What follows belongs to an exercise in optimizing a design on an open flow for small area; a production flow would make more cautious choices. At most, simulation tests tie the RTL to the original design; equivalence was not proved. Power figures rest on the tool's default switching activity, not on a simulated workload.

==> flow/design.v <==
package rv32_regfile_pkg;
    localparam int unsigned DATA_WIDTH = 32;
    localparam int unsigned ADDR_WIDTH = 5;
    localparam int unsigned NUM_REGS   = 2 ** ADDR_WIDTH;
    localparam int unsigned ZERO_REG   = 0;
    typedef logic [ADDR_WIDTH-1:0] reg_addr_t;
    typedef logic [DATA_WIDTH-1:0] reg_data_t;
endpackage
module rv32_regfile_read_port (
    input  logic [31:1] sel_n,
    input  logic [31:1] bits,
    output logic        data_n
);
    logic [15:0] pair_n;   
    for (genvar k = 0; k < 15; k++) begin : g_pairs
        rv32_regfile_oai22 u_pair (
            .a1 (sel_n[2*k+1]), .a2 (bits[2*k+1]),
            .b1 (sel_n[2*k+2]), .b2 (bits[2*k+2]),
            .y  (pair_n[k])
        );
    end
    rv32_regfile_nor2 u_last (.a (sel_n[31]), .b (bits[31]), .y (pair_n[15]));
    rv32_regfile_nand16n u_out (.a_n (pair_n), .y (data_n));
endmodule
module rv32_regfile_oai22 (
    input  logic a1, a2, b1, b2,
    output logic y
);
    assign y = !((a1 | a2) & (b1 | b2));
endmodule
module rv32_regfile_nor2 (
    input  logic a, b,
    output logic y
);
    assign y = !(a | b);
endmodule
module rv32_regfile_nand16n (
    input  logic [15:0] a_n,
    output logic        y
);
    logic [3:0] group;
    for (genvar g = 0; g < 4; g++) begin : g_groups
        assign group[g] = !(|a_n[4*g +: 4]);
    end
    assign y = !(&group);
endmodule
module rv32_register_file #(
    parameter int unsigned DATA_WIDTH = rv32_regfile_pkg::DATA_WIDTH,
    parameter int unsigned ADDR_WIDTH = rv32_regfile_pkg::ADDR_WIDTH
) (
    input  logic                  clk,
    input  logic                  reset,
    input  logic [ADDR_WIDTH-1:0] r1Address,
    input  logic [ADDR_WIDTH-1:0] r2Address,
    output logic [DATA_WIDTH-1:0] r1Data,
    output logic [DATA_WIDTH-1:0] r2Data,
    input  logic                  writeRegister,
    input  logic [ADDR_WIDTH-1:0] writeAddress,
    input  logic [DATA_WIDTH-1:0] writeData
);
    localparam int unsigned NumRegs = 1 << ADDR_WIDTH;
    logic [DATA_WIDTH-1:0][NumRegs-1:1] regs_t;
    logic [NumRegs-1:1]                 sel1_n, sel2_n;
    for (genvar i = 1; i < NumRegs; i++) begin : g_regs
        logic                  we;
        logic                  valid_q;
        logic [DATA_WIDTH-1:0] data_q;
        assign we = writeRegister && (writeAddress == ADDR_WIDTH'(i));
        always_ff @(posedge clk or posedge reset) begin
            if (reset) begin
                valid_q <= 1'b0;
            end else if (we) begin
                valid_q <= 1'b1;
            end
        end
        always_ff @(posedge clk) begin
            if (we) begin
                data_q <= ~writeData;
            end
        end
        for (genvar j = 0; j < DATA_WIDTH; j++) begin : g_bits
            assign regs_t[j][i] = data_q[j];
        end
        assign sel1_n[i] = !(valid_q && (r1Address == ADDR_WIDTH'(i)));
        assign sel2_n[i] = !(valid_q && (r2Address == ADDR_WIDTH'(i)));
    end
    for (genvar j = 0; j < DATA_WIDTH; j++) begin : g_cols
        rv32_regfile_read_port u_r1 (
            .sel_n (sel1_n),
            .bits  (regs_t[j]),
            .data_n (r1Data[j])
        );
        rv32_regfile_read_port u_r2 (
            .sel_n (sel2_n),
            .bits  (regs_t[j]),
            .data_n (r2Data[j])
        );
    end
endmodule
Settings: LEC_CHECK=0, CAP_MARGIN=20, CORE_MARGIN=2, CORE_UTILIZATION=50, SLEW_MARGIN=20, SYNTH_HIERARCHICAL=1, SYNTH_MINIMUM_KEEP_SIZE=0; clock period 6.0 ns.
standard.sh (not shown) runs the stock make flow with config.mk's settings and CLKGATE_MAP_FILE= SYNTH_SCRIPT=/design/flow/synth_recipe.tcl, a recipe that flattens the netlist after the stock synthesis.
==> flow/flow/run.sh <==
#!/bin/bash
set -euo pipefail
export BUFFER_PORTS_ARGS="-buffer_cell sky130_fd_sc_hd__buf_2"
export CTS_ARGS="-sink_clustering_enable -repair_clock_nets -dont_use_dummy_load -buf_list sky130_fd_sc_hd__clkbuf_16 -sink_clustering_size 28 -sink_clustering_max_diameter 100"
bash standard.sh finish > standard.log 2>&1
Next try:
--- a/flow/design.v
+++ b/flow/design.v
@@ -42,10 +42,19 @@
     for (genvar g = 0; g < 4; g++) begin : g_groups
         assign group[g] = !(|a_n[4*g +: 4]);
     end
     assign y = !(&group);
 endmodule
+module rv32_regfile_read_decode (
+    input  logic [4:0]  addr,
+    input  logic [31:1] valid,
+    output logic [31:1] sel_n
+);
+    for (genvar i = 1; i < 32; i++) begin : g_rows
+        assign sel_n[i] = !(valid[i] && (addr == 5'(i)));
+    end
+endmodule
 module rv32_register_file #(
     parameter int unsigned DATA_WIDTH = rv32_regfile_pkg::DATA_WIDTH,
     parameter int unsigned ADDR_WIDTH = rv32_regfile_pkg::ADDR_WIDTH
 ) (
     input  logic                  clk,
@@ -57,43 +66,70 @@
     input  logic                  writeRegister,
     input  logic [ADDR_WIDTH-1:0] writeAddress,
     input  logic [DATA_WIDTH-1:0] writeData
 );
     localparam int unsigned NumRegs = 1 << ADDR_WIDTH;
+    localparam int unsigned Half    = DATA_WIDTH / 2;
     logic [DATA_WIDTH-1:0][NumRegs-1:1] regs_t;
-    logic [NumRegs-1:1]                 sel1_n, sel2_n;
+    logic [NumRegs-1:1]                 valid;
+    logic [1:0][NumRegs-1:1]            we, sel1_n, sel2_n;
+    for (genvar h = 0; h < 2; h++) begin : g_half
+        rv32_regfile_write_decode u_wdec (
+            .en   (writeRegister),
+            .addr (writeAddress),
+            .we   (we[h])
+        );
+        rv32_regfile_read_decode u_r1dec (
+            .addr  (r1Address),
+            .valid (valid),
+            .sel_n (sel1_n[h])
+        );
+        rv32_regfile_read_decode u_r2dec (
+            .addr  (r2Address),
+            .valid (valid),
+            .sel_n (sel2_n[h])
+        );
+    end
     for (genvar i = 1; i < NumRegs; i++) begin : g_regs
-        logic                  we;
         logic                  valid_q;
         logic [DATA_WIDTH-1:0] data_q;
-        assign we = writeRegister && (writeAddress == ADDR_WIDTH'(i));
         always_ff @(posedge clk or posedge reset) begin
             if (reset) begin
                 valid_q <= 1'b0;
-            end else if (we) begin
+            end else if (we[0][i]) begin
                 valid_q <= 1'b1;
             end
         end
         always_ff @(posedge clk) begin
-            if (we) begin
-                data_q <= ~writeData;
+            for (int j = 0; j < DATA_WIDTH; j++) begin
+                if (we[j / Half][i]) begin
+                    data_q[j] <= ~writeData[j];
+                end
             end
         end
         for (genvar j = 0; j < DATA_WIDTH; j++) begin : g_bits
             assign regs_t[j][i] = data_q[j];
         end
-        assign sel1_n[i] = !(valid_q && (r1Address == ADDR_WIDTH'(i)));
-        assign sel2_n[i] = !(valid_q && (r2Address == ADDR_WIDTH'(i)));
+        assign valid[i] = valid_q;
     end
     for (genvar j = 0; j < DATA_WIDTH; j++) begin : g_cols
         rv32_regfile_read_port u_r1 (
-            .sel_n (sel1_n),
-            .bits  (regs_t[j]),
+            .sel_n  (sel1_n[j / Half]),
+            .bits   (regs_t[j]),
             .data_n (r1Data[j])
         );
         rv32_regfile_read_port u_r2 (
-            .sel_n (sel2_n),
-            .bits  (regs_t[j]),
+            .sel_n  (sel2_n[j / Half]),
+            .bits   (regs_t[j]),
             .data_n (r2Data[j])
         );
     end
 endmodule
+module rv32_regfile_write_decode (
+    input  logic        en,
+    input  logic [4:0]  addr,
+    output logic [31:1] we
+);
+    for (genvar i = 1; i < 32; i++) begin : g_rows
+        assign we[i] = en && (addr == 5'(i));
+    end
+endmodule
Cell count climbs by a little under a tenth.
Total power went up slightly.
Worst hold slack improves by 0.057 ns.
Clock skew does not change.
Worst setup slack is worse by 0.21 ns.
Core utilization goes up by 0.34 points.
Fmax decreases by a few percent.
Synthesized cell count goes up by a few percent.
Via count rose slightly.
For the second run of this note, only the layout was checked, not whether the RTL still works.

re-timing with driven ports:
The flow's constraints put no driver on any port. The routed layouts listed below were extracted and timed again, unchanged, in two steps. Step 1 (the two cells are an assumption about what drives the block):
set clk [get_ports {clk}]
set_driving_cell -lib_cell sky130_fd_sc_hd__clkbuf_16 $clk
set_driving_cell -lib_cell sky130_fd_sc_hd__buf_2 [delete_from_list [all_inputs] $clk]
Step 2, shift: input delay + t, output delay - t, t = (earliest + latest rising clock arrival at the registers) / 2. This alone moves slack from input paths to output paths. a / b / c = no drivers / after step 1 / after step 2; a / b = the first two.
run	shift t [ns]	slack for setup (ns)	worst setup path at the end	clock arrival spread, ns	worst register clock-pin slew, ns
the first run	0.684	0.613 / 0.588 / 0.588	input to output	0.045 / 0.045	0.12 / 0.12
the second run	0.692	0.400 / 0.275 / 0.275	input to output	0.055 / 0.055	0.11 / 0.11
After both steps every run listed still meets setup and hold. The setup slack of the second run, which loses most, moves by -0.125 ns with the drivers and by -0.125 ns with both steps.
